Context: an optimization exercise on an open-source flow, tuned for small area and a short achievable clock period. The choices shown serve that exercise and are no tape-out recipe. RTL that was checked went through simulation tests only; none was proved equivalent to the original.

==> flow/design.v (excerpt) <==
module fft16 (
	input logic clk,
	input logic reset,
	input fft_pkg::sample_t realin,
	input fft_pkg::sample_t imagin,
	input logic startin,
	output fft_pkg::sample_t realout,
	output fft_pkg::sample_t imagout,
	output logic startout
);
	logic va, vax, vb7, vb7x, vb, vbx, vc13, vc13x, vd, vdx, ve19, ve19x, vf, vfx, vg, vgx, vh, vhx, vi, vix;
	logic [3:0] na, nax, nb7, nb7x, nb, nbx, nc13, nc13x, nd, ndx, ne19, ne19x, nf, nfx, ng, ngx, nh, nhx, ni, nix;
	logic ve20;
	logic [3:0] ne20;
	assign vax = startin || (va && na != 4'd15);
	assign nax = startin ? 4'd0 : na + 4'd1;
	always_ff @(posedge clk)
	begin
		na <= nax;
		ne20 <= ne19;
	end
	always_ff @(posedge clk or posedge reset)
	begin
		if (reset)
		begin
			va <= 1'b0;
			ve20 <= 1'b0;
		end
		else
		begin
			va <= vax;
			ve20 <= ve19;
		end
	end
	sample_loader #(.OFF(7)) u_lb7 (.clk(clk), .reset(reset), .up_v(va), .up_n(na), .v(vb7), .n(nb7), .vx(vb7x), .nx(nb7x));        
	sample_loader #(.OFF(2)) u_lb (.clk(clk), .reset(reset), .up_v(vb7), .up_n(nb7), .v(vb), .n(nb), .vx(vbx), .nx(nbx));            
	sample_loader #(.OFF(4)) u_lc (.clk(clk), .reset(reset), .up_v(vb), .up_n(nb), .v(vc13), .n(nc13), .vx(vc13x), .nx(nc13x));      
	sample_loader #(.OFF(4)) u_ld (.clk(clk), .reset(reset), .up_v(vc13), .up_n(nc13), .v(vd), .n(nd), .vx(vdx), .nx(ndx));          
	sample_loader #(.OFF(2)) u_le (.clk(clk), .reset(reset), .up_v(vd), .up_n(nd), .v(ve19), .n(ne19), .vx(ve19x), .nx(ne19x));      
	sample_loader #(.OFF(4)) u_lf (.clk(clk), .reset(reset), .up_v(ve20), .up_n(ne20), .v(vf), .n(nf), .vx(vfx), .nx(nfx));          
	sample_loader #(.OFF(2)) u_lg (.clk(clk), .reset(reset), .up_v(vf), .up_n(nf), .v(vg), .n(ng), .vx(vgx), .nx(ngx));              
  ...
Size in the first run: about 1900 flip-flops, roughly 84 I/O pins.
Settings: LEC_CHECK=0, CAP_MARGIN=20, CORE_MARGIN=2, CORE_UTILIZATION=40, SLEW_MARGIN=20; clock period 11.0 ns.
run.sh (not shown) runs the stock make flow with config.mk's settings and CLKGATE_MAP_FILE= SYNTH_SCRIPT=/design/flow/synth_recipe.tcl, a recipe that flattens the netlist after the stock synthesis.
Rerun with:
--- a/flow/design.v
+++ b/flow/design.v
@@ -1581,25 +1581,25 @@
 		begin
 			va <= vax;
 			ve20 <= ve19;
 		end
 	end
 	sample_loader #(.OFF(7)) u_lb7 (.clk(clk), .reset(reset), .up_v(va), .up_n(na), .v(vb7), .n(nb7), .vx(vb7x), .nx(nb7x));        
 	sample_loader #(.OFF(2)) u_lb (.clk(clk), .reset(reset), .up_v(vb7), .up_n(nb7), .v(vb), .n(nb), .vx(vbx), .nx(nbx));            
 	sample_loader #(.OFF(4)) u_lc (.clk(clk), .reset(reset), .up_v(vb), .up_n(nb), .v(vc13), .n(nc13), .vx(vc13x), .nx(nc13x));      
 	sample_loader #(.OFF(4)) u_ld (.clk(clk), .reset(reset), .up_v(vc13), .up_n(nc13), .v(vd), .n(nd), .vx(vdx), .nx(ndx));          
 	sample_loader #(.OFF(2)) u_le (.clk(clk), .reset(reset), .up_v(vd), .up_n(nd), .v(ve19), .n(ne19), .vx(ve19x), .nx(ne19x));      
 	sample_loader #(.OFF(4)) u_lf (.clk(clk), .reset(reset), .up_v(ve20), .up_n(ne20), .v(vf), .n(nf), .vx(vfx), .nx(nfx));          
 	sample_loader #(.OFF(2)) u_lg (.clk(clk), .reset(reset), .up_v(vf), .up_n(nf), .v(vg), .n(ng), .vx(vgx), .nx(ngx));              
-	sample_loader #(.OFF(3)) u_lh (.clk(clk), .reset(reset), .up_v(vg), .up_n(ng), .v(vh), .n(nh), .vx(vhx), .nx(nhx));              
+	sample_loader #(.OFF(2)) u_lh (.clk(clk), .reset(reset), .up_v(vg), .up_n(ng), .v(vh), .n(nh), .vx(vhx), .nx(nhx));              
 	sample_loader #(.OFF(7)) u_li (.clk(clk), .reset(reset), .up_v(vh), .up_n(nh), .v(vi), .n(ni), .vx(vix), .nx(nix));              
 	logic f0, rot0, f1, f2, f3, sel12, sel03;
 	logic r2_m6, r2_mul, r2_m4;
 	always_ff @(posedge clk or posedge reset)
 	begin
 		if (reset)
 		begin
 			f0 <= 1'b0;
 			f1 <= 1'b0;
 			f2 <= 1'b0;
 			f3 <= 1'b0;
 			sel12 <= 1'b0;
@@ -1789,37 +1789,32 @@
 		x3_re <= r3c_mul ? tr_q : {r3c_re[19], r3c_re};
 		x3_im <= r3c_mul ? t3 : {r3c_im[19], r3c_im};
 		x3_c <= !r3c_mul && r3c_c;
 	end
 	logic signed [19:0] s3_re, s3_im;
 	logic s3_c_unused;
 	fft_stage #(.D(1)) u_s3 (
 		.clk(clk), .f(f3), .rot(1'b0),
 		.raw_re(x3_re[19:0]), .raw_im(x3_im[19:0]),
 		.x_re(x3_re), .x_im(x3_im), .c_re(1'b0), .c_im(x3_c),
 		.out_re(s3_re), .out_im(s3_im), .c_out(s3_c_unused)
 	);
-	logic signed [19:0] x12_re, x12_im, sw1_re, sw1_im, x03_re, x03_im;
+	logic signed [19:0] x12_re, x12_im, x03_re, x03_im;
 	frame_bank #(.L(2)) u_x12 (
 		.clk(clk), .sel(sel12),
 		.in_re(s3_re), .in_im(s3_im), .out_re(x12_re), .out_im(x12_im)
 	);
-	always_ff @(posedge clk)
-	begin
-		sw1_re <= x12_re;
-		sw1_im <= x12_im;
-	end
 	frame_bank #(.L(7)) u_x03 (
 		.clk(clk), .sel(sel03),
-		.in_re(sw1_re), .in_im(sw1_im), .out_re(x03_re), .out_im(x03_im)
+		.in_re(x12_re), .in_im(x12_im), .out_re(x03_re), .out_im(x03_im)
 	);
 	always_ff @(posedge clk or posedge reset)
 	begin
 		if (reset)
 		begin
 			realout <= '0;
 			imagout <= '0;
 			startout <= 1'b0;
 		end
 		else
 		begin
 			realout <= vi ? x03_re : '0;
After rerunning:
- cell area went down by 1.4%
- clock-buffer cell count went down by 8
- routed wire length went up by 0.92%
- non-clock buffer count went down by 3
- core utilization went down by 0.15 points
- worst hold slack loses 20 ps
- die area went down by 1.0%
- clock skew went up by 19 ps
Only the layout flow was run in the first run of this note; the RTL was not checked for function there.

port drivers added, routing unchanged:
No port has a modelled driver above. Below, the same layouts with a new extraction and two added sets of constraints.
Step 1: set_driving_cell puts a clkbuf_16 on clk and a buf_2 on each other input, an assumption about the parent block.
Step 2, shift: input delay + t, output delay - t, t = (earliest + latest rising clock arrival at the registers) / 2. This alone moves slack from input paths to output paths.
a / b / c = ideal / step 1 / step 2; a / b = the first two.
run | t, ns | slack for setup (ns) | worst slew at a driven data input, ns
the first run | 0.898 | 6.493 / 6.493 / 6.493 | 0.08
the second run | 0.879 | 6.402 / 6.402 / 6.402 | 0.06
After both steps setup and hold are still met in every run listed.
